What follows belongs to an exercise in optimizing a design on an open flow for small area; a production flow would make more cautious choices. RTL that was checked went through simulation tests only; none was proved equivalent to the original. Only the layout flow was run in runs 1 and 2; the RTL was not checked for function there. Power figures rest on the tool's default switching activity, not on a simulated workload.

<file path="flow/config.mk">
export PLATFORM = sky130hd
export DESIGN_NAME = int_core_top
export DESIGN_NICKNAME = int_core_top
export VERILOG_FILES = /design/flow/design.v
export SDC_FILE = /design/flow/constraint.sdc
export NUM_CORES = 4
export LEC_CHECK = 0
export CAP_MARGIN = 20
export CORE_MARGIN = 2
export CORE_UTILIZATION = 40
export SLEW_MARGIN = 20
export SYNTH_HIERARCHICAL = 1
export SYNTH_MINIMUM_KEEP_SIZE = 0
</file>
<file path="flow/constraint.sdc">
create_clock -name core_clock -period 6.0 [get_ports {clk}]
set_input_delay 1.2000 -clock core_clock [delete_from_list [all_inputs] [get_ports {clk}]]
set_output_delay 1.2000 -clock core_clock [all_outputs]
set_load 0.01 [all_outputs]
</file>
<file path="flow/design.v">
package rv_pkg;
	typedef logic [32-1:0] word_t;  
	typedef logic [31:0] instr_t;  
	typedef logic [$clog2(32)-1:0] reg_idx_t;  
	typedef logic [3:0] alu_op_t;  
	typedef struct packed {
		alu_op_t op;  
		word_t a;  
		word_t b;  
		reg_idx_t rd;  
		logic write;  
		logic illegal;  
	} dec_op_t;
	typedef struct packed {
		reg_idx_t rd;  
		word_t value;  
		logic write;  
		logic illegal;  
	} result_t;
endpackage
`timescale 1ns/1ns
module reg_ring (
	input logic clk,
	input logic sel_a,
	input logic sel_b,
	input logic wbit,
	output logic tail
);
	logic [31:0] q;
	assign tail = q[0];
	always_ff @(posedge clk) begin
		q <= {(sel_a && sel_b) ? wbit : q[0], q[31:1]};
	end
endmodule
`timescale 1ns/1ns
module mux32 (
	input logic [31:0] d,
	input logic [4:0] sel,
	output logic y
);
	logic [7:0] l1;
	logic [1:0] l2;
	genvar i;
	generate
		for (i = 0; i < 8; i++) begin : g_l1
			mux4 u_m (.d (d[4*i +: 4]), .sel (sel[1:0]), .y (l1[i]));
		end
		for (i = 0; i < 2; i++) begin : g_l2
			mux4 u_m (.d (l1[4*i +: 4]), .sel (sel[3:2]), .y (l2[i]));
		end
	endgenerate
	assign y = sel[4] ? l2[1] : l2[0];
endmodule
module mux4 (
	input logic [3:0] d,
	input logic [1:0] sel,
	output logic y
);
	assign y = d[sel];
endmodule
`timescale 1ns/1ns
module int_core_top (
	input logic clk,
	input logic rst,
	input logic in_valid,
	output logic in_ready,
	input logic [31:0] in_instr,
	output logic res_valid,
	input logic res_ready,
	output logic [4:0] res_rd,
	output logic [31:0] res_value,
	output logic res_write,
	output logic res_illegal
);
	logic [4:0] ph;  
	logic clr;  
	logic in1;  
	logic in2;  
	logic cy;  
	logic [4:0] sh;  
	logic res_w;
	logic [6:0] opcode;
	logic [2:0] f3;
	logic [6:0] f7;
	logic [4:0] rd, rs1, rs2;
	logic is_op, is_imm, is_lui, legal, inv_b, is_shift;
	assign opcode = in_instr[6:0];
	assign f3 = in_instr[14:12];
	assign f7 = in_instr[31:25];
	assign rd = in_instr[11:7];
	assign rs1 = in_instr[19:15];
	assign rs2 = in_instr[24:20];
	assign is_op = (opcode == 7'b0110011);
	assign is_imm = (opcode == 7'b0010011);
	assign is_lui = (opcode == 7'b0110111);
	assign is_shift = !is_lui && f3[1:0] == 2'b01;
	always_comb begin
		legal = is_lui;
		if (is_op)
			legal = (f7 == 7'h00) || (f7 == 7'h20 && (f3 == 3'd0 || f3 == 3'd5));
		if (is_imm)
			legal = (f3 == 3'd1) ? (f7 == 7'h00) :
				(f3 == 3'd5) ? (f7 == 7'h00 || f7 == 7'h20) : 1'b1;
	end
	assign inv_b = (is_op && f3 == 3'd0 && f7[5]) || f3 == 3'd2 || f3 == 3'd3;
	logic [31:0] tail;  
	logic [3:0] sel_lo;  
	logic [7:0] sel_hi;
	logic wbit;
	assign tail[0] = 1'b0;
	genvar r;
	generate
		for (r = 1; r < 32; r++) begin : g_ring
			reg_ring u_ring (
				.clk (clk),
				.sel_a (sel_lo[r % 4]),
				.sel_b (sel_hi[r / 4]),
				.wbit (wbit),
				.tail (tail[r])
			);
		end
	endgenerate
	logic a_bit, b_reg, b_bit, imm_bit;
	logic a_tail, b_tail;
	mux32 u_mux_a (.d (tail), .sel (rs1), .y (a_tail));
	mux32 u_mux_b (.d (tail), .sel (rs2), .y (b_tail));
	assign a_bit = a_tail & !clr;
	assign b_reg = b_tail & !clr;
	logic [31:0] imm_u;
	logic [15:0] imm_i;
	assign imm_u = {in_instr[31:12], 12'b0};
	assign imm_i = {{4{in_instr[31]}}, in_instr[31:20]};
	assign imm_bit = is_lui ? imm_u[ph] : (ph[4] ? in_instr[31] : imm_i[ph[3:0]]);
	assign b_bit = is_op ? b_reg : imm_bit;
	logic bb, cin, sum, cout;
	assign bb = b_bit ^ inv_b;
	assign cin = (ph == 5'd0) ? inv_b : cy;
	assign sum = a_bit ^ bb ^ cin;
	assign cout = (a_bit & bb) | (a_bit & cin) | (bb & cin);
	assign sh = res_rd;
	logic shl_run;  
	logic [4:0] sidx;
	logic [31:0] sv;
	logic sbit;
	assign shl_run = (ph < sh) || (!f3[2] && sh == 5'd0);
	assign sidx = shl_run ? sh : ph;
	assign sv = {res_value[31:1], a_bit};
	mux32 u_mux_s (.d (sv), .sel (sidx), .y (sbit));
	logic rbit;
	always_comb begin
		case (f3)
			3'd0: rbit = sum;
			3'd2, 3'd3: rbit = (ph == 5'd0) & cy;
			3'd4: rbit = a_bit ^ b_bit;
			3'd6: rbit = a_bit | b_bit;
			3'd7: rbit = a_bit & b_bit;
			default: rbit = sbit;
		endcase
		if (is_lui)
			rbit = b_bit;
		if (!legal)
			rbit = 1'b0;
	end
	logic act1, act2, accept;
	assign act1 = ((ph == 5'd0) ? (!in2 && (!res_valid || res_ready)) : in1) && in_valid;
	assign act2 = in2 && in_valid;
	assign accept = act2 && ph == 5'd31;
	assign in_ready = accept;
	logic oin, oen;
	always_comb begin
		if (act1) begin
			oin = a_bit & f3[2];  
			oen = 1'b1;
		end else if (is_shift && legal) begin
			oin = f3[2] ? (f7[5] & res_value[31]) : a_bit;
			oen = act2 && shl_run;
		end else begin
			oin = rbit;
			oen = act2;
		end
	end
	assign wbit = rbit & !clr;
	always_comb begin
		for (int i = 0; i < 4; i++)
			sel_lo[i] = clr || (act2 && legal && rd[1:0] == i[1:0]);
		for (int i = 0; i < 8; i++)
			sel_hi[i] = clr || rd[4:2] == i[2:0];
	end
	always_ff @(posedge clk) begin
		if (rst) begin
			ph <= 5'd0;
			clr <= 1'b1;
			in1 <= 1'b0;
			in2 <= 1'b0;
			res_valid <= 1'b0;
		end else begin
			ph <= ph + 5'd1;
			if (ph == 5'd31)
				clr <= 1'b0;
			in1 <= act1 && ph != 5'd31;
			if (ph == 5'd31)
				in2 <= act1;
			if (accept)
				res_valid <= 1'b1;
			else if (res_ready)
				res_valid <= 1'b0;
		end
	end
	always_ff @(posedge clk) begin
		if (f3[1:0] == 2'b01)
			cy <= (ph != 5'd0 && cy) || b_bit;
		else if (ph == 5'd31)
			cy <= f3[0] ? !cout : ((a_bit ^ b_bit) ? a_bit : !cout);
		else
			cy <= cout;
		if (oen)
			res_value <= {oin, res_value[31:1]};
		for (int i = 0; i < 5; i++)
			if (act1 && ph == i[4:0])
				res_rd[i] <= b_bit ^ (!f3[2] && ph != 5'd0 && cy);
		if (accept) begin
			res_rd <= rd;
			res_w <= legal;
		end
	end
	assign res_write = res_w;
	assign res_illegal = !res_w;
endmodule
</file>
<file path="flow/flow/run.sh">
#!/bin/bash
# Own layout flow: the standard ORFS flow (standard.sh, unchanged synthesis)
# with two changes: ports are buffered with the smallest buffer, and the clock
# tree is built without dummy loads, with the clock buffers and clustering
# given here.
set -euo pipefail
export BUFFER_PORTS_ARGS="-buffer_cell sky130_fd_sc_hd__buf_1"
export CTS_ARGS="-sink_clustering_enable -repair_clock_nets -dont_use_dummy_load -buf_list sky130_fd_sc_hd__clkbuf_8 -sink_clustering_size 20 -sink_clustering_max_diameter 60"
bash standard.sh > standard.log 2>&1
</file>
<file path="flow/standard.sh">
#!/bin/bash
# synth_recipe.tcl (not shown) runs the flow's synth.tcl, then flattens the netlist and writes it again
# the make line also repeats each setting of config.mk as NAME=value (left out here)
make -C /OpenROAD-flow-scripts/flow DESIGN_CONFIG=/design/flow/config.mk WORK_HOME=/design/flow/orfs CLKGATE_MAP_FILE= SYNTH_SCRIPT=/design/flow/synth_recipe.tcl "${@:-finish}"
</file>
==> results of run 1 <==
[cell usage after synthesis, drive strengths merged (3+ instances only)]
master  instances
a41oi           3
a21oi           6
a31oi           5
nor2           23
buf             3
clkbuf          9
nand3          11
ha             11
nand2          56
mux2           37
nor3            6
nand2b          6
edfxtp         38
inv            21
dfxtp        1002
mux2i           7
nor2b           4
o21ai          22
xnor2           3
o31ai           4
mux4           33
[worst reg2reg max path, delay by kind of cell, from the launching register on]
| family | cells | cell delay [ns] |
|---|---|---|
| simple gates | 3 | 0.43 |
| xor+xnor | 1 | 0.13 |
| compound gates | 7 | 1.29 |
| buf+inv | 2 | 0.21 |
| mux | 4 | 1.58 |
| fa+ha+maj | 1 | 0.51 |
| flops | 1 | 0.44 |
[final cells by class]
cell class | instances | area share
flip-flops and latches | 1040 | 0.8115
multi-input cells | 280 | 0.09871
well taps | 773 | 0.03702
clock buffers | 66 | 0.03477
repair buffers | 87 | 0.01456
inverters | 21 | 0.003113
diodes | 3 | 0.0002874
[modules after synthesis (local to each module, per instance)]
module / cells inside / cell area, µm²
mux32: 1 / 15.01
mux4: 1 / 22.52
int_core_top: 265 / 2748
reg_ring: 34 / 659.4
[layer usage]
| metal | GRT usage | vias to the layer above | part of all wire |
|---|---|---|---|
| met4 | 0.03884 | 2 | 0.030 |
| met2 | 0.1556 | 291 | 0.41 |
| met5 | 0 | - | 0.00044 |
| met1 | 0.1533 | 4611 | 0.48 |
| met3 | 0.04187 | 80 | 0.080 |
| li1 | - | 4672 | - |
[final timing paths]
kind,slack [ns],from,cells past startpoint,end
max,0.89,in_instr[20],20,g_ring[7].u_ring.q[31]$_DFF_P_
max reg2reg,1.30,g_ring[11].u_ring.q[0]$_DFF_P_,18,g_ring[7].u_ring.q[31]$_DFF_P_
min,0.27,g_ring[7].u_ring.q[19]$_DFF_P_,0,g_ring[7].u_ring.q[18]$_DFF_P_
min reg2reg,0.27,g_ring[7].u_ring.q[19]$_DFF_P_,0,g_ring[7].u_ring.q[18]$_DFF_P_
[sequential cells by signal, summed over array words and instances, names as in the netlist]
signal,count
in1,1
g_ring.u_ring.q,992
clr,1
ph,5
in2,1
res_value,32
res_rd,5
cy,1
res_valid,1
res_w,1
[logic make-up (layout without fill, tap and decap cells)]
group	Yosys count	after routing
compound gates	61	61
xor+xnor	3	3
fa+ha+maj	12	12
buf+inv	33	174
flops	1040	1040
mux	77	77
other cells	1	5
simple gates	125	125
[where the power goes]
group | total [W] | internal [W] | switching [W]
clock | 0.00284 | 0.000996 | 0.00184
combinational | 0.000193 | 0.0000819 | 0.000111
sequential | 0.00699 | 0.00697 | 0.0000199
[metrics by stage]
step | power, W | cell area, µm² | hold WS (ns)
3_3_place_gp | 0.007341 | 25210 | 0.3099
4_1_cts | 0.01016 | 26120 | 0.2687
2_1_floorplan | 0.007268 | 23910 | 0.3096
5_1_grt | 0.01042 | 26120 | 0.2604
3_5_place_dp | 0.007343 | 25210 | 0.3121
6_report | 0.01002 | 26120 | 0.2666
==> impl_metrics.env, run 1 <==
export IMPL_grtUsageTotal=0.1100
export IMPL_cts_buffers=66
export IMPL_antenna_left=0
export IMPL_power_density_nw_per_um2=383.6
export IMPL_relSlewSlack=0.3362
export IMPL_setup_viol=0
export IMPL_vias=9656
export IMPL_post_cts_buffers=0
export IMPL_yosysWarnings=8
export IMPL_drive_gt1_frac=0.1058
export IMPL_regArea_um2=21200
export IMPL_antenna_found_initial=1
export IMPL_num_rows=89
export IMPL_synthAdderAreaFrac=0.006594
export IMPL_fp_dieH_um=248.5
export IMPL_cts_tree="done"
export IMPL_finalHoldViolations=0
export IMPL_via_per_inst=4.254
export IMPL_cts_buffer_depth=3
export IMPL_period_share=0.8519
export IMPL_drt_pass1_iter_count=5
export IMPL_core_area_um2=59020
export IMPL_dieArea_um2=61740
export IMPL_final_cells=2270
export IMPL_num_io_pins=77
export IMPL_postSynth_asyncResetShare=0
export IMPL_worstMarginPinSlew_ns=0.9852
export IMPL_drc=0
export IMPL_hold_path_class="reg -> reg"
export IMPL_cp_end_kind="flip-flop"
export IMPL_setup_ws_ns=0.8886
export IMPL_cp_slowest_stage_delay_ns=0.53
export IMPL_crit_required_ns=6.54
export IMPL_dp_cells=2201
export IMPL_synth_xor_area_frac=0.001413
export IMPL_outcome="finished clean"
export IMPL_grt_pass1_wl_um=52410
export IMPL_die_width_um=248.5
export IMPL_fmax_mhz=195.6
export IMPL_finalSetupTns_ns=0
export IMPL_grt_max_degree=33
export IMPL_cts_resized=0
export IMPL_synth_cell_types=61
export IMPL_ys_flop_type="dfxtp_1"
export IMPL_synth_compound_area_frac=0.01743
export IMPL_syn_area_um2=23910
export IMPL_grt_overflow=0
export IMPL_crit_chain="buf_1 > buf_4 > mux4_2 > mux4_2 > mux2_4 > and3_1 > a311o_1 > a21oi_4 > or2_4 > inv_4 > xnor2_2 > fa_1 > o21bai_1 > a41oi_1 > a221o_1 > a21oi_1 > o21ai_0 > nor2_2 > buf_12 > mux2_4"
export IMPL_maxSlewViolCount=0
export IMPL_clk_pin_slew_ns=0.10
export IMPL_postRouteWirelength_um=33900
export IMPL_peakVddDrop_mv=0.2597
export IMPL_clk_root_buffer_cell="clkbuf_8"
export IMPL_dp_hpwl_um=22110
export IMPL_synth_top_area_frac=0.8390
export IMPL_p_leak_nw=10.24
export IMPL_htreeDepth=3
export IMPL_drv_cap=0
export IMPL_synthMuxAreaShare=0.05709
export IMPL_fin_skew_ns=0.07898
export IMPL_startpoint_type="input port"
export IMPL_grt_setup_unrepaired="false"
export IMPL_yosys_area_share_simple=0.02491
export IMPL_layout_commonest_cell="dfxtp_1"
export IMPL_crit_slowest_cell="mux4_2"
export IMPL_synthToLayoutAreaGrowth_pct=9.263
export IMPL_ys_seq_area_frac=0.8867
export IMPL_worstPathArrival_ns=5.65
export IMPL_final_cell_mix="1002 x dfxtp_1, 76 x buf_1, 66 x clkbuf_8, 56 x nand2_1, 38 x edfxtp_1"
export IMPL_synth_top_family_by_area="multiplexers"
export IMPL_yosysTopAreaCell="dfxtp_1"
export IMPL_grt_pass1_vias=9243
export IMPL_gp_congestion=0.8572
export IMPL_path_delay_family="multiplexers"
export IMPL_drt_initial_drc_count=628
export IMPL_final_core_util=0.4426
export IMPL_wl_per_cell_um=14.93
export IMPL_synthCells=1352
export IMPL_clock_latency_ns=0.66
export IMPL_synthTopCellsByArea="dfxtp_1 84%, edfxtp_1 4.8%, mux4_2 3.0%"
export IMPL_io_buffers=76
export IMPL_place_ws_ns=0.2146
export IMPL_avgSynthCellArea_um2=17.68
export IMPL_start_util=0.4051
export IMPL_ctsHoldBuffers=0
export IMPL_nNetsFinal=1544
export IMPL_fillers=5154
export IMPL_cp_max_fo=31
export IMPL_cp_num_buf_inv=4
export IMPL_synth_edf_count=38
export IMPL_synth_seq_cells=1040
export IMPL_critPathKind="in -> reg"
export IMPL_min_period_ns=5.111
export IMPL_multi_input_area_um2=2579
export IMPL_cts_num_sinks=1040
==> run 2, diff against run 1 <==
--- a/flow/design.v
+++ b/flow/design.v
@@ -166,5 +166,5 @@
 	assign act2 = in2 && in_valid;
 	assign accept = act2 && ph == 5'd31;
-	assign in_ready = accept;
+	assign in_ready = in2 && ph == 5'd31;  
 	logic oin, oen;
 	always_comb begin
--- a/flow/config.mk
+++ b/flow/config.mk
@@ -7,6 +7,6 @@
 export LEC_CHECK = 0
 export CAP_MARGIN = 20
-export CORE_MARGIN = 2
-export CORE_UTILIZATION = 40
+export CORE_AREA = 2 2 246.485 246.485
+export DIE_AREA = 0 0 248.485 248.485
 export SLEW_MARGIN = 20
 export SYNTH_HIERARCHICAL = 1
==> run 2 against run 1 <==
Register-to-register slack lost 0.21 ns. Combinational power shrank 3%. Highest routed layer is now met4. Sequential cell count unchanged. Cell count is 0.75% lower. Core utilization decreased by 0.15 points. Still clean on timing, DRC and antenna. First-iteration DRC count shrank 34%. Via count fell by 2.2%.
==> impl_metrics.env, run 2 <==
export IMPL_postRouteWirelength_um=33270
export IMPL_postSynth_asyncResetShare=0
export IMPL_cp_slowest_stage_delay_ns=0.59
export IMPL_start_util=0.4057
export IMPL_dieArea_um2=61740
export IMPL_peakVddDrop_mv=0.2916
export IMPL_fp_dieH_um=248.5
export IMPL_cts_buffers=61
export IMPL_power_w=0.009901
export IMPL_clock_latency_ns=0.69
export IMPL_core_area_um2=59020
export IMPL_top_register="g_ring.u_ring.q"
export IMPL_cp_max_fo=31
export IMPL_worstPathArrival_ns=5.60
export IMPL_htreeDepth=2
export IMPL_clk_root_buffer_cell="clkbuf_8"
export IMPL_clk_pin_slew_ns=0.11
export IMPL_critPathKind="in -> reg"
export IMPL_period_share=0.8407
export IMPL_final_design_area_no_fill_um2=26030
export IMPL_ctsHoldBuffers=0
export IMPL_num_rows=89
export IMPL_cp_num_buf_inv=2
export IMPL_ys_flop_type="dfxtp_1"
export IMPL_power_density_nw_per_um2=380.3
export IMPL_drt_pass1_iter_count=4
export IMPL_maxSlewViolCount=0
export IMPL_gp_congestion=0.8384
export IMPL_vias=9440
export IMPL_yosysTopAreaCell="dfxtp_1"
export IMPL_cts_tree="done"
export IMPL_outcome="finished clean"
export IMPL_finalSetupTns_ns=0
export IMPL_synth_edf_count=38
export IMPL_wl_per_cell_um=14.77
export IMPL_synth_cell_types=58
export IMPL_drv_cap=0
export IMPL_synthCells=1346
export IMPL_layout_commonest_cell="dfxtp_1"
export IMPL_drc=0
export IMPL_startpoint_type="input port"
export IMPL_crit_slowest_cell="mux4_2"
export IMPL_placed_cell_area_um2=25180
export IMPL_cts_buffer_depth=3
export IMPL_antenna_found_initial=1
export IMPL_fillers=5150
export IMPL_reg_top3="g_ring.u_ring.q (992), res_value (32)"
export IMPL_grt_max_degree=33
export IMPL_grtUsageTotal=0.1085
export IMPL_grt_pass1_vias=9450
export IMPL_dp_hpwl_um=21670
export IMPL_syn_area_um2=23940
export IMPL_avgSynthCellArea_um2=17.79
export IMPL_yosys_top_cells_count="1002 x dfxtp_1, 49 x nand2_1, 38 x edfxtp_1"
export IMPL_cp_end_kind="flip-flop"
export IMPL_multi_input_area_um2=2601
export IMPL_yosysMostFrequentCell="dfxtp_1"
export IMPL_largest_reg_flops=992
export IMPL_synth_seq_cells=1040
export IMPL_worstMarginPinSlew_ns=0.9235
export IMPL_crit_top_cell="mux4_2"
export IMPL_setup_ws_ns=0.9558
export IMPL_hold_path_class="reg -> reg"
export IMPL_antenna_left=0
export IMPL_p_leak_nw=10.22
export IMPL_via_per_inst=4.190
export IMPL_ys_seq_area_frac=0.8855
export IMPL_relSlewSlack=0.3779
export IMPL_cts_num_sinks=1040
export IMPL_grt_pass1_wl_um=52530
export IMPL_synthToLayoutAreaGrowth_pct=8.732
export IMPL_synth_top_area_frac=0.8378
export IMPL_crit_chain="buf_1 > mux4_2 > mux4_2 > mux2_4 > nand2_1 > inv_1 > mux4_2 > mux4_2 > mux2_4 > a21oi_1 > o21ai_0 > nand3_1 > nor2_4 > mux2_4"
export IMPL_regArea_um2=21200
export IMPL_fin_skew_ns=0.06442
export IMPL_io_buffers=76
export IMPL_setup_viol=0
export IMPL_path_delay_family="multiplexers"
export IMPL_holdWs_ns=0.2606
export IMPL_yosysWarnings=8
export IMPL_nNetsFinal=1528
export IMPL_final_cell_mix="1002 x dfxtp_1, 76 x buf_1, 61 x clkbuf_8, 49 x nand2_1, 38 x edfxtp_1"
export IMPL_drive_gt1_frac=0.1022
export IMPL_synthTopCellsByArea="dfxtp_1 84%, edfxtp_1 4.8%, mux4_2 3.0%"
export IMPL_drt_initial_drc_count=414
export IMPL_crit_required_ns=6.55
export IMPL_num_io_pins=77
export IMPL_finalHoldViolations=0
export IMPL_place_ws_ns=0.2468
export IMPL_grt_overflow=0
export IMPL_die_width_um=248.5
export IMPL_min_period_ns=5.044
export IMPL_fmax_mhz=198.2
export IMPL_cts_resized=0
export IMPL_grt_setup_unrepaired="false"
export IMPL_post_cts_buffers=0
## run 2: stage by stage
step / util / cells
after floorplan: - / 1347
after CTS: 0.4409 / 2251
after global placement: 0.4266 / 2190
after global routing: 0.4410 / 2251
after detailed placement: 0.4267 / 2190
final: 0.4411 / 2253
## run 2: per-layer routing
layer | routed length (µm) | vias to the layer above | GRT usage
li1 | - | 4616 | -
met1 | 16350 | 4549 | 0.1527
met2 | 14070 | 203 | 0.1625
met3 | 1730 | 72 | 0.02251
met4 | 1115 | 0 | 0.04654
met5 | 0 | - | 0
## run 2: path summary, 6_finish.rpt
| kind | from | to | slack (ns) | depth (start not counted) |
|---|---|---|---|---|
| setup / recovery | in_instr[15] | g_ring[2].u_ring.q[31]$_DFF_P_ | 0.96 | 14 |
| hold / removal | g_ring[30].u_ring.q[30]$_DFF_P_ | g_ring[30].u_ring.q[29]$_DFF_P_ | 0.26 | 0 |
| setup reg to reg | ph[0]$_SDFF_PP0_ | g_ring[2].u_ring.q[31]$_DFF_P_ | 1.09 | 15 |
| hold reg to reg | g_ring[30].u_ring.q[30]$_DFF_P_ | g_ring[30].u_ring.q[29]$_DFF_P_ | 0.26 | 0 |
## run 2: logic make-up after synthesis
family | Yosys count | share of synthesized area
flip-flops | 1040 | 0.8855
AND/OR/NAND/NOR | 119 | 0.02420
multiplexers | 82 | 0.05999
AO/OA/AOI/OAI | 52 | 0.01578
buffers and inverters | 37 | 0.006741
adder cells (fa/ha/maj) | 12 | 0.006584
XOR/XNOR | 3 | 0.001098
other | 1 | 0.0001566
## run 2: area by class of cell
type,instances,area share
inverter,26,0.003749
tap,773,0.03715
sequential,1040,0.8143
antenna,2,0.0001922
multi-input combinational,270,0.09992
timing repair buffer,81,0.01240
clock buffer,61,0.03225
## run 2: where the power goes
part	total, W	leakage [nW]	switching [W]	internal, W
clock	0.00272	0.439	0.00180	0.000912
combinational	0.000187	1.36	0.000105	0.0000816
sequential	0.00700	8.42	0.0000264	0.00697
## run 2: Yosys stat by module (local to each module, per instance)
module | cell area (µm²) | cells
mux32 | 15.01 | 1
reg_ring | 659.4 | 34
int_core_top | 2781 | 259
mux4 | 22.52 | 1
==> run 3, diff against run 2 <==
--- a/flow/design.v
+++ b/flow/design.v
@@ -24,5 +24,5 @@
 	input logic sel_a,
 	input logic sel_b,
-	input logic wbit,
+	input logic wbit_n,
 	output logic tail
 );
@@ -30,5 +30,5 @@
 	assign tail = q[0];
 	always_ff @(posedge clk) begin
-		q <= {(sel_a && sel_b) ? wbit : q[0], q[31:1]};
+		q <= {!((sel_a && sel_b) ? wbit_n : q[0]), q[31:1]};
 	end
 endmodule
@@ -107,6 +107,7 @@
 	logic [3:0] sel_lo;  
 	logic [7:0] sel_hi;
-	logic wbit;
-	assign tail[0] = 1'b0;
+	logic wbit, wbit_n;
+	logic par;  
+	assign tail[0] = par;  
 	genvar r;
 	generate
@@ -116,5 +117,5 @@
 				.sel_a (sel_lo[r % 4]),
 				.sel_b (sel_hi[r / 4]),
-				.wbit (wbit),
+				.wbit_n (wbit_n),
 				.tail (tail[r])
 			);
@@ -125,6 +126,6 @@
 	mux32 u_mux_a (.d (tail), .sel (rs1), .y (a_tail));
 	mux32 u_mux_b (.d (tail), .sel (rs2), .y (b_tail));
-	assign a_bit = a_tail & !clr;
-	assign b_reg = b_tail & !clr;
+	assign a_bit = (a_tail ^ par) & !clr;
+	assign b_reg = (b_tail ^ par) & !clr;
 	logic [31:0] imm_u;
 	logic [15:0] imm_i;
@@ -143,5 +144,12 @@
 	logic [31:0] sv;
 	logic sbit;
-	assign shl_run = (ph < sh) || (!f3[2] && sh == 5'd0);
+	logic ph_lt;
+	always_comb begin
+		ph_lt = 1'b0;
+		for (int i = 0; i < 5; i++)
+			if (ph[i] != sh[i])
+				ph_lt = sh[i];
+	end
+	assign shl_run = ph_lt || (!f3[2] && sh == 5'd0);
 	assign sidx = shl_run ? sh : ph;
 	assign sv = {res_value[31:1], a_bit};
@@ -181,4 +189,5 @@
 	end
 	assign wbit = rbit & !clr;
+	assign wbit_n = wbit ^ par;
 	always_comb begin
 		for (int i = 0; i < 4; i++)
@@ -190,4 +199,5 @@
 		if (rst) begin
 			ph <= 5'd0;
+			par <= 1'b0;
 			clr <= 1'b1;
 			in1 <= 1'b0;
@@ -195,5 +205,8 @@
 			res_valid <= 1'b0;
 		end else begin
-			ph <= ph + 5'd1;
+			for (int i = 0; i < 5; i++)
+				ph[i] <= ph[i] ^ (&(ph | ~((5'd1 << i) - 5'd1)));  
+			if (ph == 5'd31)
+				par <= !par;
 			if (ph == 5'd31)
 				clr <= 1'b0;
==> run 3 against run 2 <==
Still clean on timing, DRC and antenna. Clock skew up 0.014 ns. Combinational power decreased by 3%. Register-to-register slack got worse by 0.20 ns. Global-route usage fell by 0.35 points. Cell count decreased by 0.44%. Via count shrank 0.60%. Count of clock-buffer cells in the layout is the same. Critical path type unchanged.
==> impl_metrics.env, run 3 <==
export IMPL_core_area_um2=59020
export IMPL_power_density_nw_per_um2=383.1
export IMPL_io_buffers=76
export IMPL_synthTopCellsByArea="dfxtp_1 85%, edfxtp_1 4.8%, mux4_2 3.3%"
export IMPL_final_core_util=0.4373
export IMPL_worstHoldPathCells=0
export IMPL_grt_max_degree=33
export IMPL_vias=9383
export IMPL_reg2reg_slack_ns=0.89
export IMPL_synth_top_area_frac=0.8482
export IMPL_clk_root_buffer_cell="clkbuf_8"
export IMPL_reg_top3="g_ring.u_ring.q (992), res_value (32)"
export IMPL_largest_reg_flops=992
export IMPL_nNetsFinal=1511
export IMPL_min_period_ns=5.254
export IMPL_fin_skew_ns=0.07880
export IMPL_antenna_found_initial=0
export IMPL_synthCells=1332
export IMPL_ctsHoldBuffers=0
export IMPL_synth_seq_cells=1041
export IMPL_hold_start="g_ring[15].u_ring.q[7]$_DFF_P_"
export IMPL_drive_gt1_frac=0.07992
export IMPL_r2r_start="res_rd[0]$_DFFE_PP_"
export IMPL_cts_resized=0
export IMPL_r2r_end="g_ring[4].u_ring.q[31]$_DFF_P_"
export IMPL_critPathKind="in -> reg"
export IMPL_htreeDepth=2
export IMPL_via_per_inst=4.183
export IMPL_num_rows=89
export IMPL_p_leak_nw=9.976
export IMPL_worstMarginPinSlew_ns=0.7631
export IMPL_dieArea_um2=61740
export IMPL_hold_path_end="g_ring[15].u_ring.q[6]$_DFF_P_"
export IMPL_setup_viol=0
export IMPL_cts_buffers=61
export IMPL_antenna_left=0
export IMPL_grtUsageTotal=0.1050
export IMPL_yosys_top_cells_count="1003 x dfxtp_1, 54 x nand2_1, 38 x edfxtp_1"
export IMPL_top_register="g_ring.u_ring.q"
export IMPL_drv_cap=0
export IMPL_clk_pin_slew_ns=0.11
export IMPL_peakVddDrop_mv=0.2777
export IMPL_cp_max_fo=31
export IMPL_worstPathArrival_ns=5.80
export IMPL_grt_overflow=0
export IMPL_start_util=0.4011
export IMPL_finalHoldViolations=0
export IMPL_postSynth_asyncResetShare=0
export IMPL_outcome="finished clean"
export IMPL_drc=0
export IMPL_crit_chain="buf_1 > buf_12 > mux4_2 > mux4_2 > mux2_4 > xnor2_1 > nor3_1 > a211o_1 > xnor2_1 > fa_1 > nor2b_1 > o311ai_0 > a2bb2oi_1 > nor4_1 > o21ai_0 > xnor2_2 > buf_12 > mux2i_1"
export IMPL_ys_seq_area_frac=0.8964
export IMPL_relSlewSlack=0.4869
export IMPL_synthToLayoutAreaGrowth_pct=9.033
export IMPL_gp_congestion=0.8240
export IMPL_grt_pass1_vias=9453
export IMPL_worstRegToRegCells=17
export IMPL_ys_flop_type="dfxtp_1"
export IMPL_fp_dieH_um=248.5
export IMPL_clock_latency_ns=0.69
export IMPL_cts_tree="done"
export IMPL_synth_edf_count=38
export IMPL_period_share=0.8756
export IMPL_dp_hpwl_um=20340
export IMPL_cts_buffer_depth=3
export IMPL_postRouteWirelength_um=31830
export IMPL_wl_per_cell_um=14.19
export IMPL_avgSynthCellArea_um2=17.77
export IMPL_final_cell_mix="1003 x dfxtp_1, 76 x buf_1, 61 x clkbuf_8, 54 x nand2_1, 38 x edfxtp_1"
export IMPL_crit_required_ns=6.55
export IMPL_grt_setup_unrepaired="false"
export IMPL_finalSetupTns_ns=0
export IMPL_crit_slowest_cell="mux4_2"
export IMPL_cts_num_sinks=1041
export IMPL_maxSlewViolCount=0
export IMPL_yosysTopAreaCell="dfxtp_1"
export IMPL_fmax_mhz=190.3
export IMPL_cp_end_kind="flip-flop"
export IMPL_cp_slowest_stage_delay_ns=0.49
export IMPL_drt_initial_drc_count=504
export IMPL_num_io_pins=77
export IMPL_yosysMostFrequentCell="dfxtp_1"
export IMPL_grt_pass1_wl_um=51410
export IMPL_startpoint_type="input port"
export IMPL_post_cts_buffers=0
export IMPL_yosysWarnings=8
export IMPL_syn_area_um2=23670
export IMPL_die_width_um=248.5
export IMPL_hold_path_class="reg -> reg"
export IMPL_synth_cell_types=53
export IMPL_layout_commonest_cell="dfxtp_1"
export IMPL_drt_pass1_iter_count=5
run 3: cell count changes after synthesis, moves of 4 or more:
cell / delta
nor4_1: +5
inv_1: -12
and3_1: -4
nand2_1: +5
nand3_1: -5
nor2b_1: +8
nor2_1: -13
nor3_1: +9
mux2_4: -33
mux2i_1: +24
o21ai_0: +5
xnor2_1: +4
run 3: layout make-up:
type / count / area, µm²
antenna: 6 / 15.01
clock buffer: 61 / 839.6
fill: 5218 / 33210
inverter: 14 / 52.55
multi-input combinational: 265 / 2354
sequential: 1041 / 21220
tap: 773 / 967.2
timing repair buffer: 83 / 362.8
run 3: kinds of logic after synthesis:
family          Yosys count  synth area share
simple gates            124           0.02511
xor+xnor                  8          0.002960
mux                      75           0.05100
buf+inv                  26          0.004863
flops                  1041            0.8964
fa+ha+maj                12          0.006448
compound gates           46           0.01321
run 3: Yosys stat by module (local to each module, per instance):
module / area, µm² / cells / flip-flops and latches / copies in the design
mux4: 22.52 / 1 / 0 / 30
reg_ring: 654.4 / 34 / 32 / 31
mux32: 15.01 / 1 / 0 / 3
int_core_top: 2666 / 245 / 49 / 1
run 3: worst max-delay path by stage:
| stage | startpoint | endpoint | depth (start not counted) |
|---|---|---|---|
| floorplan | in_instr[20] | g_ring[10].u_ring.q[31]$_DFF_P_ | 15 |
| global placement | in_instr[20] | g_ring[13].u_ring.q[31]$_DFF_P_ | 18 |
| detailed placement | in_instr[20] | g_ring[29].u_ring.q[31]$_DFF_P_ | 18 |
| CTS | in_instr[20] | g_ring[4].u_ring.q[31]$_DFF_P_ | 18 |
| global route | in_instr[20] | g_ring[12].u_ring.q[31]$_DFF_P_ | 18 |
| finish | in_instr[20] | g_ring[4].u_ring.q[31]$_DFF_P_ | 18 |
run 3: where the power goes:
group / switching [W] / leakage [nW] / internal, W
Sequential: 0.0000200 / 8.48 / 0.00698
Combinational: 0.000104 / 1.06 / 0.0000775
Clock: 0.00180 / 0.439 / 0.000912
Total: 0.00192 / 9.98 / 0.00797
run 3: worst max-delay path, delay by kind of cell:
family / cells / cell delay, ns
fa+ha+maj: 1 / 0.44
simple gates: 3 / 0.58
mux: 4 / 1.33
compound gates: 4 / 1.05
buf+inv: 3 / 0.51
xor+xnor: 3 / 0.68
run 3: metal layers:
layer  share of wire  GRT usage
met1            0.50     0.1510
met2            0.41     0.1501
met3           0.067    0.02900
met4           0.032    0.04055
met5               0          0
run 3: stage by stage:
| step | setup slack, ns | cells | cell area (µm²) | power (W) | hold WS (ns) |
|---|---|---|---|---|---|
| after CTS | 0.8169 | 2237 | 25790 | 0.01004 | 0.2536 |
| final | 0.7463 | 2243 | 25810 | 0.009888 | 0.2600 |
| after global placement | 0.1091 | 2176 | 24950 | 0.007337 | 0.3100 |
| after floorplan | 0.07580 | 1332 | 23670 | 0.007264 | 0.3096 |
| after detailed placement | 0.06803 | 2176 | 24950 | 0.007338 | 0.3121 |
| after global routing | 0.5342 | 2237 | 25800 | 0.01032 | 0.2653 |
==> run 4, diff against run 3 <==
--- a/flow/flow/run.sh
+++ b/flow/flow/run.sh
@@ -6,4 +6,4 @@
 set -euo pipefail
 export BUFFER_PORTS_ARGS="-buffer_cell sky130_fd_sc_hd__buf_1"
-export CTS_ARGS="-sink_clustering_enable -repair_clock_nets -dont_use_dummy_load -buf_list sky130_fd_sc_hd__clkbuf_8 -sink_clustering_size 20 -sink_clustering_max_diameter 60"
+export CTS_ARGS="-sink_clustering_enable -repair_clock_nets -dont_use_dummy_load -buf_list sky130_fd_sc_hd__clkbuf_8 -sink_clustering_size 22 -sink_clustering_max_diameter 60"
 bash standard.sh > standard.log 2>&1
--- a/flow/config.mk
+++ b/flow/config.mk
@@ -7,6 +7,6 @@
 export LEC_CHECK = 0
 export CAP_MARGIN = 20
-export CORE_AREA = 2 2 246.485 246.485
-export DIE_AREA = 0 0 248.485 248.485
+export CORE_AREA = 2 2 198 198
+export DIE_AREA = 0 0 200 200
 export SLEW_MARGIN = 20
 export SYNTH_HIERARCHICAL = 1
==> run 4 against run 3 <==
Critical path type unchanged. Hold slack better by 0.018 ns. Highest routed layer is now met5. Clock skew rose by 0.026 ns. Synthesized area unchanged. Synthesized cell count did not move. Clock power shrank 3%. Combinational power is essentially flat. Cell count is 12% lower. Via count fell by 1.8%. Critical endpoint is now g_ring[12].u_ring.q[31]$_DFF_P_.
==> impl_metrics.env, run 4 <==
export IMPL_outcome="finished clean"
export IMPL_setup_viol=0
export IMPL_cp_end_kind="flip-flop"
export IMPL_synth_seq_cells=1041
export IMPL_place_ws_ns=0.1329
export IMPL_fmax_mhz=191.0
export IMPL_clk_root_buffer_cell="clkbuf_8"
export IMPL_crit_slowest_cell="mux4_2"
export IMPL_gr_usage_met3=0.04032
export IMPL_yosysTopAreaCell="dfxtp_1"
export IMPL_synthTopCellsByArea="dfxtp_1 85%, edfxtp_1 4.8%, mux4_2 3.3%"
export IMPL_vias=9217
export IMPL_p_int_w=0.007903
export IMPL_syn_area_um2=23670
export IMPL_maxSlewViolCount=0
export IMPL_synthCells=1332
export IMPL_hold_start="g_ring[12].u_ring.q[25]$_DFF_P_"
export IMPL_yosysWarnings=8
export IMPL_final_core_util=0.6740
export IMPL_postRouteWirelength_um=31770
export IMPL_antenna_found_initial=1
export IMPL_critPathKind="in -> reg"
export IMPL_grt_max_degree=32
export IMPL_synth_xor_area_frac=0.002960
export IMPL_grt_overflow=0
export IMPL_fin_skew_ns=0.1053
export IMPL_grt_pass1_wl_um=49070
export IMPL_worstRegToRegCells=17
export IMPL_finalSetupTns_ns=0
export IMPL_die_width_um=200
export IMPL_grt_pass1_vias=9097
export IMPL_sw_frac_of_total=0.1938
export IMPL_crit_required_ns=6.46
export IMPL_synth_compound_area_frac=0.01321
export IMPL_relSlewSlack=0.2788
export IMPL_r2r_start="res_rd[0]$_DFFE_PP_"
export IMPL_yosys_top_cells_count="1003 x dfxtp_1, 54 x nand2_1, 38 x edfxtp_1"
export IMPL_ys_flop_type="dfxtp_1"
export IMPL_post_cts_buffers=0
export IMPL_power_share_sequential=0.714
export IMPL_synth_edf_count=38
export IMPL_synth_cell_types=53
export IMPL_crit_chain="buf_1 > buf_12 > mux4_2 > mux4_2 > mux2_4 > xnor2_1 > nor3_1 > a211o_1 > xnor2_1 > fa_1 > nor2b_1 > o311ai_0 > a2bb2oi_1 > nor4_1 > o21ai_0 > xnor2_2 > buf_12 > mux2i_1"
export IMPL_drt_pass1_iter_count=5
export IMPL_reg2reg_slack_ns=0.96
export IMPL_reg_top3="g_ring.u_ring.q (992), res_value (32)"
export IMPL_grtUsageTotal=0.1633
export IMPL_peakVddDrop_mv=0.3504
export IMPL_worstMarginPinSlew_ns=1.073
export IMPL_wl_per_cell_um=16.08
export IMPL_period_share=0.8726
export IMPL_fp_dieH_um=200
export IMPL_setup_ws_ns=0.7647
export IMPL_drv_cap=0
export IMPL_cts_num_sinks=1041
export IMPL_p_comb_frac=0.019
export IMPL_avgSynthCellArea_um2=17.77
export IMPL_largest_reg_flops=992
export IMPL_min_period_ns=5.235
export IMPL_via_per_inst=4.664
export IMPL_start_util=0.6270
export IMPL_worstPathArrival_ns=5.70
export IMPL_clk_pin_slew_ns=0.12
export IMPL_grt_setup_unrepaired="false"
export IMPL_cts_tree="done"
export IMPL_hold_path_class="reg -> reg"
export IMPL_htreeDepth=2
export IMPL_drc=0
export IMPL_yosysMostFrequentCell="dfxtp_1"
export IMPL_postSynth_asyncResetShare=0
export IMPL_dp_hpwl_um=20500
export IMPL_dieArea_um2=40000
export IMPL_synth_top_family_by_area="multiplexers"
export IMPL_drive_gt1_frac=0.07929
export IMPL_final_cell_mix="1003 x dfxtp_1, 76 x buf_1, 56 x clkbuf_8, 54 x nand2_1, 38 x edfxtp_1"
export IMPL_ctsHoldBuffers=0
export IMPL_finalHoldViolations=0
export IMPL_gp_congestion=0.8098
export IMPL_num_rows=71
export IMPL_nNetsFinal=1510
export IMPL_r2r_end="g_ring[12].u_ring.q[31]$_DFF_P_"
export IMPL_num_io_pins=77
export IMPL_holdWs_ns=0.2781
export IMPL_hold_path_end="g_ring[12].u_ring.q[24]$_DFF_P_"
export IMPL_grt_util_met1=0.2396
export IMPL_p_leak_nw=9.965
export IMPL_use_met2=0.2397
export IMPL_startpoint_type="input port"
export IMPL_cp_max_fo=31
export IMPL_layout_commonest_cell="dfxtp_1"
export IMPL_io_buffers=76
export IMPL_top_register="g_ring.u_ring.q"
export IMPL_p_clk_frac=0.267
export IMPL_antenna_left=0
export IMPL_ys_seq_area_frac=0.8964
export IMPL_synthToLayoutAreaGrowth_pct=7.495
export IMPL_cts_resized=0
export IMPL_switchingPower_w=0.001900
export IMPL_synthMuxAreaShare=0.05100
export IMPL_synthAdderAreaFrac=0.006448
export IMPL_clock_latency_ns=0.67
export IMPL_yosys_area_share_simple=0.02511
export IMPL_grt_busiest_layer="met2"
export IMPL_power_density_nw_per_um2=385.2
export IMPL_cp_slowest_stage_delay_ns=0.49
export IMPL_synth_top_area_frac=0.8482
export IMPL_worstHoldPathCells=0
export IMPL_cts_buffer_depth=3
export IMPL_cts_buffers=56
export IMPL_drt_initial_drc_count=316
export IMPL_power_w=0.009803
export IMPL_core_area_um2=37760
-- run 4: cell families after synthesis --
kind of cell,count (synthesis)
compound gates,46
xor+xnor,8
mux,75
flops,1041
simple gates,124
fa+ha+maj,12
buf+inv,26
-- run 4: power by group through the flow --
stage          combinational [W]  sequential, W  clock, W
6_report                0.000184        0.00700   0.00262
5_1_grt                 0.000203        0.00700   0.00297
4_1_cts                 0.000185        0.00700   0.00273
3_5_place_dp            0.000184        0.00715         0
3_3_place_gp            0.000187        0.00715         0
2_1_floorplan           0.000106        0.00716         0
-- run 4: worst max path at each step --
stage	from	to	slack [ns]	cells after the start
6_report	in_instr[20]	g_ring[12].u_ring.q[31]$_DFF_P_	0.76	18
5_1_grt	in_instr[20]	g_ring[27].u_ring.q[31]$_DFF_P_	0.43	18
4_1_cts	in_instr[20]	g_ring[12].u_ring.q[31]$_DFF_P_	0.79	18
3_5_place_dp	in_instr[20]	g_ring[20].u_ring.q[31]$_DFF_P_	0.13	18
3_3_place_gp	in_instr[20]	g_ring[20].u_ring.q[31]$_DFF_P_	0.22	18
2_1_floorplan	in_instr[20]	g_ring[10].u_ring.q[31]$_DFF_P_	0.08	15
-- run 4: area by class of cell --
cell class	count	area (µm²)
tap	511	639.4
multi-input combinational	265	2354
clock buffer	56	770.7
antenna	2	5.005
timing repair buffer	87	405.4
inverter	14	52.55
fill	2560	12310
sequential	1041	21220
-- run 4: worst max-delay path: cells and delay by family --
| family | cells | cell delay [ns] |
|---|---|---|
| xor+xnor | 3 | 0.64 |
| simple gates | 3 | 0.58 |
| fa+ha+maj | 1 | 0.44 |
| compound gates | 4 | 0.98 |
| buf+inv | 3 | 0.49 |
| mux | 4 | 1.36 |
-- run 4: per-layer routing --
metal / vias up / wire (µm)
li1: 4568 / -
met5: - / 13
met4: 2 / 810
met2: 198 / 13060
met3: 64 / 1676
met1: 4385 / 16210
-- run 4: per-module statistics from Yosys, one instance, submodules excluded --
module / copies in the design / cells inside / flops+latches / cell area (µm²)
int_core_top: 1 / 245 / 49 / 2666
mux32: 3 / 1 / 0 / 15.01
reg_ring: 31 / 34 / 32 / 654.4
mux4: 30 / 1 / 0 / 22.52
-- run 4: through the flow --
step           cells  instance area [µm²]
2_1_floorplan   1332                23670
3_3_place_gp    1918                24670
3_5_place_dp    1918                24670
4_1_cts         1974                25440
5_1_grt         1974                25440
6_report        1976                25450
==> run 5, diff against run 4 <==
--- a/flow/config.mk
+++ b/flow/config.mk
@@ -6,8 +6,8 @@
 export NUM_CORES = 4
 export LEC_CHECK = 0
-export CAP_MARGIN = 20
+export CAP_MARGIN = 5
 export CORE_AREA = 2 2 198 198
 export DIE_AREA = 0 0 200 200
-export SLEW_MARGIN = 20
+export SLEW_MARGIN = 5
 export SYNTH_HIERARCHICAL = 1
 export SYNTH_MINIMUM_KEEP_SIZE = 0
==> run 5 against run 4 <==
Count of clock-buffer cells in the layout unchanged. Still clean on timing, DRC and antenna. Sequential cell count unchanged. Total power about the same. Critical path depth unchanged. Clock power about the same. Wire length about the same. Sequential power about the same. Critical path type unchanged. Synthesized area unchanged. Via count about the same. Largest power group unchanged. Global-route usage unchanged. Register-to-register slack about the same.
==> impl_metrics.env, run 5 <==
export IMPL_drv_cap=0
export IMPL_worstMarginPinSlew_ns=1.193
export IMPL_final_cell_mix="1003 x dfxtp_1, 76 x buf_1, 56 x clkbuf_8, 54 x nand2_1, 38 x edfxtp_1"
export IMPL_drt_pass1_iter_count=4
export IMPL_layout_commonest_cell="dfxtp_1"
export IMPL_avgSynthCellArea_um2=17.77
export IMPL_switchingPower_w=0.001900
export IMPL_io_buffers=76
export IMPL_p_comb_frac=0.019
export IMPL_power_share_sequential=0.714
export IMPL_num_rows=71
export IMPL_postSynth_asyncResetShare=0
export IMPL_cts_resized=0
export IMPL_synth_cell_types=53
export IMPL_setup_viol=0
export IMPL_synth_edf_count=38
export IMPL_cp_max_fo=31
export IMPL_outcome="finished clean"
export IMPL_start_util=0.6270
export IMPL_synth_top_area_frac=0.8482
export IMPL_nNetsFinal=1510
export IMPL_antenna_found_initial=1
export IMPL_grt_setup_unrepaired="false"
export IMPL_antenna_left=0
export IMPL_postRouteWirelength_um=31760
export IMPL_yosysMostFrequentCell="dfxtp_1"
export IMPL_place_ws_ns=0.1331
export IMPL_crit_chain="buf_1 > buf_12 > mux4_2 > mux4_2 > mux2_4 > xnor2_1 > nor3_1 > a211o_1 > xnor2_1 > fa_1 > nor2b_1 > o311ai_0 > a2bb2oi_1 > nor4_1 > o21ai_0 > xnor2_2 > buf_12 > mux2i_1"
export IMPL_final_core_util=0.6739
export IMPL_drc=0
export IMPL_p_clk_frac=0.267
export IMPL_vias=9214
export IMPL_peakVddDrop_mv=0.3503
export IMPL_via_per_inst=4.663
export IMPL_syn_area_um2=23670
export IMPL_min_period_ns=5.240
export IMPL_yosysTopAreaCell="dfxtp_1"
export IMPL_clk_root_buffer_cell="clkbuf_8"
export IMPL_period_share=0.8734
export IMPL_cp_slowest_stage_delay_ns=0.49
export IMPL_power_density_nw_per_um2=385.3
export IMPL_post_cts_buffers=0
export IMPL_clk_pin_slew_ns=0.12
export IMPL_dp_hpwl_um=20500
export IMPL_grt_pass1_vias=9097
export IMPL_p_int_w=0.007903
export IMPL_grtUsageTotal=0.1633
export IMPL_finalHoldViolations=0
export IMPL_cts_buffers=56
export IMPL_clock_latency_ns=0.67
export IMPL_grt_overflow=0
export IMPL_crit_slowest_cell="mux4_2"
export IMPL_top_register="g_ring.u_ring.q"
export IMPL_core_area_um2=37760
export IMPL_startpoint_type="input port"
export IMPL_worstPathArrival_ns=5.71
export IMPL_drive_gt1_frac=0.07861
export IMPL_cts_num_sinks=1041
export IMPL_setup_ws_ns=0.7596
export IMPL_maxSlewViolCount=0
export IMPL_wl_per_cell_um=16.07
export IMPL_gp_congestion=0.8098
export IMPL_relSlewSlack=0.1962
export IMPL_fp_dieH_um=200
export IMPL_ys_seq_area_frac=0.8964
export IMPL_cp_end_kind="flip-flop"
export IMPL_die_width_um=200
export IMPL_grt_pass1_wl_um=49070
export IMPL_drt_initial_drc_count=321
export IMPL_reg_top3="g_ring.u_ring.q (992), res_value (32)"
export IMPL_finalSetupTns_ns=0
export IMPL_dieArea_um2=40000
export IMPL_crit_required_ns=6.47
export IMPL_cts_tree="done"
export IMPL_yosysWarnings=8
export IMPL_synthToLayoutAreaGrowth_pct=7.474
export IMPL_hold_path_class="reg -> reg"
export IMPL_synth_seq_cells=1041
export IMPL_ctsHoldBuffers=0
export IMPL_yosys_top_cells_count="1003 x dfxtp_1, 54 x nand2_1, 38 x edfxtp_1"
export IMPL_critPathKind="in -> reg"
export IMPL_num_io_pins=77
export IMPL_p_leak_nw=9.964
export IMPL_htreeDepth=2
export IMPL_grt_max_degree=32
export IMPL_sw_frac_of_total=0.1938
export IMPL_ys_flop_type="dfxtp_1"
export IMPL_largest_reg_flops=992
export IMPL_fin_skew_ns=0.1057
export IMPL_fmax_mhz=190.8
export IMPL_cts_buffer_depth=3
export IMPL_synthTopCellsByArea="dfxtp_1 85%, edfxtp_1 4.8%, mux4_2 3.3%"
export IMPL_synthCells=1332
## run 5: cell counts after synthesis
Identical to the previous run, type by type.
## run 5: per-layer routing
layer  up-vias  GRT usage  part of all wire  wire [µm]
met5         -          0           0.00041         13
met4         2    0.05569             0.026        810
met3        64    0.04032             0.054       1723
met2       199     0.2397              0.41      13030
met1      4383     0.2396              0.51      16190
li1       4566          -                 -          -
## run 5: kinds of logic (layout without fill, tap and decap cells)
kind of cell / Yosys count / count (layout) / share of synthesized area
adders and majority gates: 12 / 12 / 0.006448
AOI/OAI and AO/OA: 46 / 46 / 0.01321
and+or+nand+nor: 124 / 124 / 0.02511
other: 0 / 2 / 0
muxes: 75 / 75 / 0.05100
buffers and inverters: 26 / 157 / 0.004863
xor gates and xnor gates: 8 / 8 / 0.002960
DFF: 1041 / 1041 / 0.8964
## run 5: layout make-up
| class | instances | area (µm²) |
|---|---|---|
| Sequential cell | 1041 | 21220 |
| Fill cell | 2561 | 12310 |
| Multi-Input combinational cell | 265 | 2349 |
| Clock buffer | 56 | 770.7 |
| Tap cell | 511 | 639.4 |
| Timing Repair Buffer | 87 | 405.4 |
| Inverter | 14 | 52.55 |
| Antenna cell | 2 | 5.005 |
## run 5: path summary, 6_finish.rpt
kind                            depth (start not counted)                       startpoint  slack [ns]                              end
worst max-delay path                                   18                     in_instr[20]        0.76  g_ring[12].u_ring.q[31]$_DFF_P_
worst min-delay path                                    0  g_ring[12].u_ring.q[25]$_DFF_P_        0.28  g_ring[12].u_ring.q[24]$_DFF_P_
worst max register to register                         17              res_rd[0]$_DFFE_PP_        0.96  g_ring[12].u_ring.q[31]$_DFF_P_
worst min register to register                          0  g_ring[12].u_ring.q[25]$_DFF_P_        0.28  g_ring[12].u_ring.q[24]$_DFF_P_
## run 5: power groups by stage
stage	Sequential [W]	Combinational (W)	Clock, W
6_report	0.00700	0.000184	0.00262
5_1_grt	0.00700	0.000203	0.00297
4_1_cts	0.00700	0.000185	0.00273
3_5_place_dp	0.00715	0.000184	0
3_3_place_gp	0.00715	0.000187	0
2_1_floorplan	0.00716	0.000106	0
## run 5: critical path: cells and delay by family
kind	cells	cell delay [ns]
simple gates	3	0.58
xor+xnor	3	0.64
buf+inv	3	0.49
fa+ha+maj	1	0.44
compound gates	4	0.99
mux	4	1.36
## run 5: modules after synthesis (local to each module, per instance)
module	area, µm²	flops+latches
int_core_top	2666	49
reg_ring	654.4	32
mux4	22.52	0
mux32	15.01	0
## run 5: per-stage QoR
stage / hold WS (ns) / instances / area, µm² / power [W]
after global placement: 0.3101 / 1918 / 24670 / 0.007340
after CTS: 0.2794 / 1974 / 25440 / 0.009911
after floorplan: 0.3096 / 1332 / 23670 / 0.007264
final: 0.2779 / 1976 / 25440 / 0.009803
after detailed placement: 0.3121 / 1918 / 24670 / 0.007339
after global routing: 0.2829 / 1974 / 25440 / 0.01018
==> run 6, diff against run 5 <==
--- a/flow/flow/run.sh
+++ b/flow/flow/run.sh
@@ -6,4 +6,4 @@
 set -euo pipefail
 export BUFFER_PORTS_ARGS="-buffer_cell sky130_fd_sc_hd__buf_1"
-export CTS_ARGS="-sink_clustering_enable -repair_clock_nets -dont_use_dummy_load -buf_list sky130_fd_sc_hd__clkbuf_8 -sink_clustering_size 22 -sink_clustering_max_diameter 60"
+export CTS_ARGS="-sink_clustering_enable -repair_clock_nets -dont_use_dummy_load -buf_list sky130_fd_sc_hd__clkbuf_8 -sink_clustering_size 23 -sink_clustering_max_diameter 60"
 bash standard.sh > standard.log 2>&1
--- a/flow/config.mk
+++ b/flow/config.mk
@@ -6,8 +6,9 @@
 export NUM_CORES = 4
 export LEC_CHECK = 0
-export CAP_MARGIN = 5
+export CAP_MARGIN = 20
 export CORE_AREA = 2 2 198 198
 export DIE_AREA = 0 0 200 200
-export SLEW_MARGIN = 5
+export GPL_TIMING_DRIVEN = 0
+export SLEW_MARGIN = 20
 export SYNTH_HIERARCHICAL = 1
 export SYNTH_MINIMUM_KEEP_SIZE = 0
==> run 6 against run 5 <==
Synthesized area did not move. Cell count rose by 0.20%. Total power fell by 0.58%. Wire length fell by 3.6%. Non-clock buffer count rose by 5. Critical path type unchanged. Design area barely moved. Still clean on timing, DRC and antenna. Core utilization barely moved. Register-to-register slack got worse by 0.42 ns. Hold slack improved by 0.0021 ns. Sequential cell count did not move. Critical path depth did not move. Critical endpoint is now g_ring[17].u_ring.q[31]$_DFF_P_. First-iteration DRC count rose by 12%.
==> impl_metrics.env, run 6 <==
export IMPL_final_cells=1980
export IMPL_io_buffers=75
export IMPL_yosysMostFrequentCell="dfxtp_1"
export IMPL_ys_seq_area_frac=0.8964
export IMPL_placed_cell_area_um2=24660
export IMPL_finalSetupTns_ns=0
export IMPL_htreeDepth=2
export IMPL_yosysTopAreaCell="dfxtp_1"
export IMPL_synthToLayoutAreaGrowth_pct=7.553
export IMPL_cp_max_fo=17
export IMPL_synthCells=1332
export IMPL_postRouteWirelength_um=30610
export IMPL_syn_area_um2=23670
export IMPL_core_area_um2=37760
export IMPL_reg_top3="g_ring.u_ring.q (992), res_value (32)"
export IMPL_vias=9269
export IMPL_synthTopCellsByArea="dfxtp_1 85%, edfxtp_1 4.8%, mux4_2 3.3%"
export IMPL_p_comb_frac=0.019
export IMPL_period_share=0.9781
export IMPL_cp_end_kind="flip-flop"
export IMPL_grt_pass1_wl_um=46920
export IMPL_fp_dieH_um=200
export IMPL_layout_commonest_cell="dfxtp_1"
export IMPL_ctsHoldBuffers=0
export IMPL_maxSlewViolCount=0
export IMPL_synth_cell_types=53
export IMPL_dieArea_um2=40000
export IMPL_clk_root_buffer_cell="clkbuf_8"
export IMPL_yosys_area_share_simple=0.02511
export IMPL_antenna_found_initial=1
export IMPL_grt_pass1_vias=8863
export IMPL_startpoint_type="input port"
export IMPL_grt_max_degree=25
export IMPL_min_period_ns=5.869
export IMPL_worstMarginPinSlew_ns=0.8723
export IMPL_nNetsFinal=1512
export IMPL_outcome="finished clean"
export IMPL_start_util=0.6270
export IMPL_drv_cap=0
export IMPL_drive_gt1_frac=0.08259
export IMPL_yosysWarnings=8
export IMPL_synth_xor_area_frac=0.002960
export IMPL_crit_required_ns=6.51
export IMPL_synth_seq_cells=1041
export IMPL_drt_initial_drc_count=359
export IMPL_wl_per_cell_um=15.46
export IMPL_grt_setup_unrepaired="false"
export IMPL_p_clk_frac=0.263
export IMPL_power_density_nw_per_um2=382.8
export IMPL_clock_latency_ns=0.67
export IMPL_cts_tree="done"
export IMPL_antenna_left=0
export IMPL_sw_frac_of_total=0.1934
export IMPL_via_per_inst=4.681
export IMPL_clk_pin_slew_ns=0.12
export IMPL_grt_overflow=0
export IMPL_dp_cells=1921
export IMPL_final_design_area_no_fill_um2=25460
export IMPL_postSynth_asyncResetShare=0
export IMPL_drt_pass1_iter_count=4
export IMPL_avgSynthCellArea_um2=17.77
export IMPL_fmax_mhz=170.4
export IMPL_power_share_sequential=0.718
export IMPL_synth_compound_area_frac=0.01321
export IMPL_dp_hpwl_um=19850
export IMPL_ys_flop_type="dfxtp_1"
export IMPL_setup_viol=0
export IMPL_die_width_um=200
export IMPL_critPathKind="in -> reg"
export IMPL_fin_skew_ns=0.1007
export IMPL_synth_edf_count=38
export IMPL_hold_path_class="reg -> reg"
export IMPL_synth_top_area_frac=0.8482
export IMPL_gp_congestion=0.8623
export IMPL_peakVddDrop_mv=0.3010
export IMPL_relSlewSlack=0.4146
export IMPL_yosys_top_cells_count="1003 x dfxtp_1, 54 x nand2_1, 38 x edfxtp_1"
export IMPL_cts_num_sinks=1041
export IMPL_worstPathArrival_ns=6.38
export IMPL_p_int_w=0.007861
export IMPL_drc=0
export IMPL_num_rows=71
export IMPL_cts_buffer_depth=3
export IMPL_final_cell_mix="1003 x dfxtp_1, 73 x buf_1, 54 x nand2_1, 53 x clkbuf_8, 38 x edfxtp_1"
export IMPL_finalHoldViolations=0
export IMPL_top_register="g_ring.u_ring.q"
export IMPL_synthAdderAreaFrac=0.006448
export IMPL_p_leak_nw=9.958
export IMPL_num_io_pins=77
export IMPL_synth_top_family_by_area="multiplexers"
export IMPL_synthMuxAreaShare=0.05100
export IMPL_grtUsageTotal=0.1561
export IMPL_switchingPower_w=0.001885
export IMPL_largest_reg_flops=992
export IMPL_cts_buffers=53
-- run 6: area by class of cell --
cell class / count / area, µm²
clock buffers: 53 / 729.5
inverters: 14 / 52.55
multi-input cells: 265 / 2387
well taps: 511 / 639.4
diodes: 4 / 10.01
repair buffers: 80 / 359.1
fillers: 2644 / 12290
plain buffers: 12 / 62.56
flip-flops and latches: 1041 / 21220
-- run 6: repair_timing --
item,CTS,global route
setup buffers,2,0
pin swaps,1,0
endpoints found under the setup margin,31,10
resized for setup,3,9
cloned,0,0
-- run 6: logic make-up after synthesis --
family                     Yosys count
AOI/OAI and AO/OA                   46
and+or+nand+nor                    124
DFF                               1041
muxes                               75
adders and majority gates           12
xor gates and xnor gates             8
buffers and inverters               26
-- run 6: worst max-delay path, stage by stage --
cell       delay (ns)
buf_1            0.46
mux4_2           0.43
mux4_2           0.48
mux2_4           0.28
xnor2_1          0.19
nor3_1           0.08
a211o_1          0.37
xnor2_1          0.24
fa_1             0.44
nor2b_1          0.13
o311ai_0         0.35
a2bb2oi_1        0.12
nor4_1           0.38
o21ai_0          0.24
xnor2_2          0.22
buf_12           0.16
buf_8            0.15
mux2i_1          0.43
-- run 6: final timing paths --
check | endpoint | depth (start not counted) | from | slack (ns)
max reg2reg | g_ring[17].u_ring.q[31]$_DFF_P_ | 19 | ph[0]$_SDFF_PP0_ | 0.54
min | g_ring[23].u_ring.q[1]$_DFF_P_ | 0 | g_ring[23].u_ring.q[2]$_DFF_P_ | 0.28
min reg2reg | g_ring[23].u_ring.q[1]$_DFF_P_ | 0 | g_ring[23].u_ring.q[2]$_DFF_P_ | 0.28
max | g_ring[17].u_ring.q[31]$_DFF_P_ | 18 | in_instr[21] | 0.13
-- run 6: routing by layer --
metal,routed length [µm],vias to the layer above,GRT usage,part of all wire
li1,-,4581,-,-
met2,12360,206,0.2251,0.40
met1,15520,4413,0.2264,0.51
met4,1043,0,0.07380,0.034
met5,0,-,0,0
met3,1689,69,0.03528,0.055
-- run 6: power by group through the flow --
stage	logic [W]	registers (W)	clock network, W
after floorplan	0.000106	0.00716	0
after global placement	0.000177	0.00715	0
after detailed placement	0.000183	0.00715	0
after CTS	0.000185	0.00700	0.00269
after global routing	0.000203	0.00700	0.00291
final	0.000183	0.00700	0.00257
-- run 6: per-stage QoR --
stage / power (W) / hold slack, ns / worst slack, ns / utilization
after floorplan: 0.007264 / 0.3096 / 0.07580 / -
after global placement: 0.007331 / 0.3099 / -2.547 / 0.6514
after detailed placement: 0.007336 / 0.3121 / -1.025 / 0.6533
after CTS: 0.009869 / 0.2724 / 0.2058 / 0.6736
after global routing: 0.01011 / 0.2810 / 0.006219 / 0.6741
final: 0.009746 / 0.2800 / 0.1313 / 0.6744
-- run 6: per-module statistics from Yosys (local to each module, per instance) --
module / cells inside / copies in the design / flip-flops and latches / area, µm²
int_core_top: 245 / 1 / 49 / 2666
reg_ring: 34 / 31 / 32 / 654.4
mux4: 1 / 30 / 0 / 22.52
mux32: 1 / 3 / 0 / 15.01
==> run 7, diff against run 6 <==
--- a/flow/config.mk
+++ b/flow/config.mk
@@ -9,5 +9,4 @@
 export CORE_AREA = 2 2 198 198
 export DIE_AREA = 0 0 200 200
-export GPL_TIMING_DRIVEN = 0
 export SLEW_MARGIN = 20
 export SYNTH_HIERARCHICAL = 1
==> run 7 against run 6 <==
Worst setup slack gained 0.61 ns. Clock skew up 0.014 ns. First-iteration DRC count fell by 1.1%. Combinational power about the same. Wire length increased by 3.8%. Total power up 0.24%. Synthesized area stayed put. Largest power group unchanged. Design area decreased by 0.17%. Die area did not move. Register-to-register slack better by 0.43 ns. Hold slack worse by 0.013 ns. Critical path depth stayed put.
==> impl_metrics.env, run 7 <==
export IMPL_outcome="finished clean"
export IMPL_grt_setup_unrepaired="false"
export IMPL_core_area_um2=37760
export IMPL_setup_ws_ns=0.7414
export IMPL_fp_dieH_um=200
export IMPL_start_util=0.6270
export IMPL_min_period_ns=5.259
export IMPL_htreeDepth=2
export IMPL_layout_commonest_cell="dfxtp_1"
export IMPL_worstPathArrival_ns=5.71
export IMPL_crit_slowest_cell="mux4_2"
export IMPL_io_buffers=76
export IMPL_avgSynthCellArea_um2=17.77
export IMPL_clk_pin_slew_ns=0.12
export IMPL_hold_path_class="reg -> reg"
export IMPL_drive_gt1_frac=0.07803
export IMPL_postSynth_asyncResetShare=0
export IMPL_ys_seq_area_frac=0.8964
export IMPL_grt_pass1_vias=9139
export IMPL_cts_tree="done"
export IMPL_num_io_pins=77
export IMPL_period_share=0.8764
export IMPL_synth_edf_count=38
export IMPL_final_cell_mix="1003 x dfxtp_1, 76 x buf_1, 54 x nand2_1, 54 x clkbuf_8, 38 x edfxtp_1"
export IMPL_gp_congestion=0.8098
export IMPL_power_density_nw_per_um2=384.3
export IMPL_clock_latency_ns=0.68
export IMPL_synth_top_area_frac=0.8482
export IMPL_grt_overflow=0
export IMPL_largest_reg_flops=992
export IMPL_synth_seq_cells=1041
export IMPL_synth_cell_types=53
export IMPL_die_width_um=200
export IMPL_antenna_left=0
export IMPL_p_leak_nw=9.950
export IMPL_vias=9217
export IMPL_maxSlewViolCount=0
export IMPL_ys_flop_type="dfxtp_1"
export IMPL_finalHoldViolations=0
export IMPL_synthTopCellsByArea="dfxtp_1 85%, edfxtp_1 4.8%, mux4_2 3.3%"
export IMPL_drv_cap=0
export IMPL_final_cells=1973
export IMPL_grt_max_degree=32
export IMPL_syn_area_um2=23670
export IMPL_worstMarginPinSlew_ns=1.071
export IMPL_reg_top3="g_ring.u_ring.q (992), res_value (32)"
export IMPL_relSlewSlack=0.2802
export IMPL_yosys_top_cells_count="1003 x dfxtp_1, 54 x nand2_1, 38 x edfxtp_1"
export IMPL_yosysTopAreaCell="dfxtp_1"
export IMPL_fin_skew_ns=0.1149
export IMPL_drt_initial_drc_count=355
export IMPL_cts_buffer_depth=3
export IMPL_synthCells=1332
export IMPL_ctsHoldBuffers=0
export IMPL_cts_resized=0
export IMPL_critPathKind="in -> reg"
export IMPL_placed_cell_area_um2=24670
export IMPL_cp_num_buf_inv=3
export IMPL_crit_required_ns=6.45
export IMPL_holdWs_ns=0.2673
export IMPL_drt_pass1_iter_count=4
export IMPL_cp_slowest_stage_delay_ns=0.49
export IMPL_finalSetupTns_ns=0
export IMPL_post_cts_buffers=0
export IMPL_final_design_area_no_fill_um2=25420
export IMPL_place_ws_ns=0.1329
export IMPL_peakVddDrop_mv=0.2806
export IMPL_clk_root_buffer_cell="clkbuf_8"
export IMPL_path_delay_family="multiplexers"
export IMPL_postRouteWirelength_um=31760
==> run 7: cell count changes in the layout (fill, tap and decap cells not counted), moves of 2 or more <==
cell,delta
buf_1,+3
mux2i_1,+7
clkbuf_1,-7
buf_2,-5
buf_4,+5
buf_12,+2
diode_2,-3
mux2i_2,-7
==> run 7: metal layers <==
layer	vias up	GRT usage	part of all wire
met5	-	0	0.00041
met3	59	0.04049	0.052
met4	2	0.05761	0.024
met1	4393	0.2375	0.51
met2	200	0.2411	0.42
li1	4563	-	-
==> run 7: worst paths after layout <==
| check | startpoint | end | slack [ns] | depth (start not counted) |
|---|---|---|---|---|
| setup / recovery | in_instr[20] | g_ring[12].u_ring.q[31]$_DFF_P_ | 0.74 | 18 |
| hold / removal | g_ring[12].u_ring.q[31]$_DFF_P_ | g_ring[12].u_ring.q[30]$_DFF_P_ | 0.27 | 0 |
| setup reg to reg | res_rd[0]$_DFFE_PP_ | g_ring[12].u_ring.q[31]$_DFF_P_ | 0.97 | 17 |
| hold reg to reg | g_ring[12].u_ring.q[31]$_DFF_P_ | g_ring[12].u_ring.q[30]$_DFF_P_ | 0.27 | 0 |
==> run 7: final cells by class <==
cell class | instances | area, µm²
sequential | 1041 | 21220
tap | 511 | 639.4
clock buffer | 54 | 743.2
fill | 2566 | 12340
multi-input combinational | 265 | 2354
timing repair buffer | 87 | 405.4
inverter | 14 | 52.55
antenna | 1 | 2.502
==> run 7: through the flow <==
step	power (W)	utilization
after floorplan	0.007264	-
after global placement	0.007340	0.6533
after detailed placement	0.007339	0.6533
after CTS	0.009886	0.6730
after global routing	0.01014	0.6731
final	0.009769	0.6732
==> run 7: modules after synthesis, one instance, submodules excluded <==
module / cell area (µm²) / times used / cells inside / flip-flops and latches
int_core_top: 2666 / 1 / 245 / 49
reg_ring: 654.4 / 31 / 34 / 32
mux4: 22.52 / 30 / 1 / 0
mux32: 15.01 / 3 / 1 / 0
==> run 7: kinds of logic after synthesis <==
| logic type | Yosys count | synth area share |
|---|---|---|
| AND/OR/NAND/NOR | 124 | 0.02511 |
| multiplexers | 75 | 0.05100 |
| AO/OA/AOI/OAI | 46 | 0.01321 |
| flip-flops | 1041 | 0.8964 |
| buffers and inverters | 26 | 0.004863 |
| adder cells (fa/ha/maj) | 12 | 0.006448 |
| XOR/XNOR | 8 | 0.002960 |
==> run 7: where the power goes <==
| part | total [W] | internal (W) | leakage [nW] | switching, W |
|---|---|---|---|---|
| clock network | 0.00259 | 0.000815 | 0.388 | 0.00177 |
| logic | 0.000184 | 0.0000809 | 1.08 | 0.000103 |
| registers | 0.00700 | 0.00698 | 8.48 | 0.0000185 |
| total | 0.00977 | 0.00788 | 9.95 | 0.00189 |

Re-timed with assumed drivers on the ports (clkbuf_16 on the clock, buf_2 on other inputs), run 7 has 0.768 ns of setup slack against 0.741 ns with ideal ports, and 0.098 ns once port delays also move by the mid clock arrival of 0.669 ns.
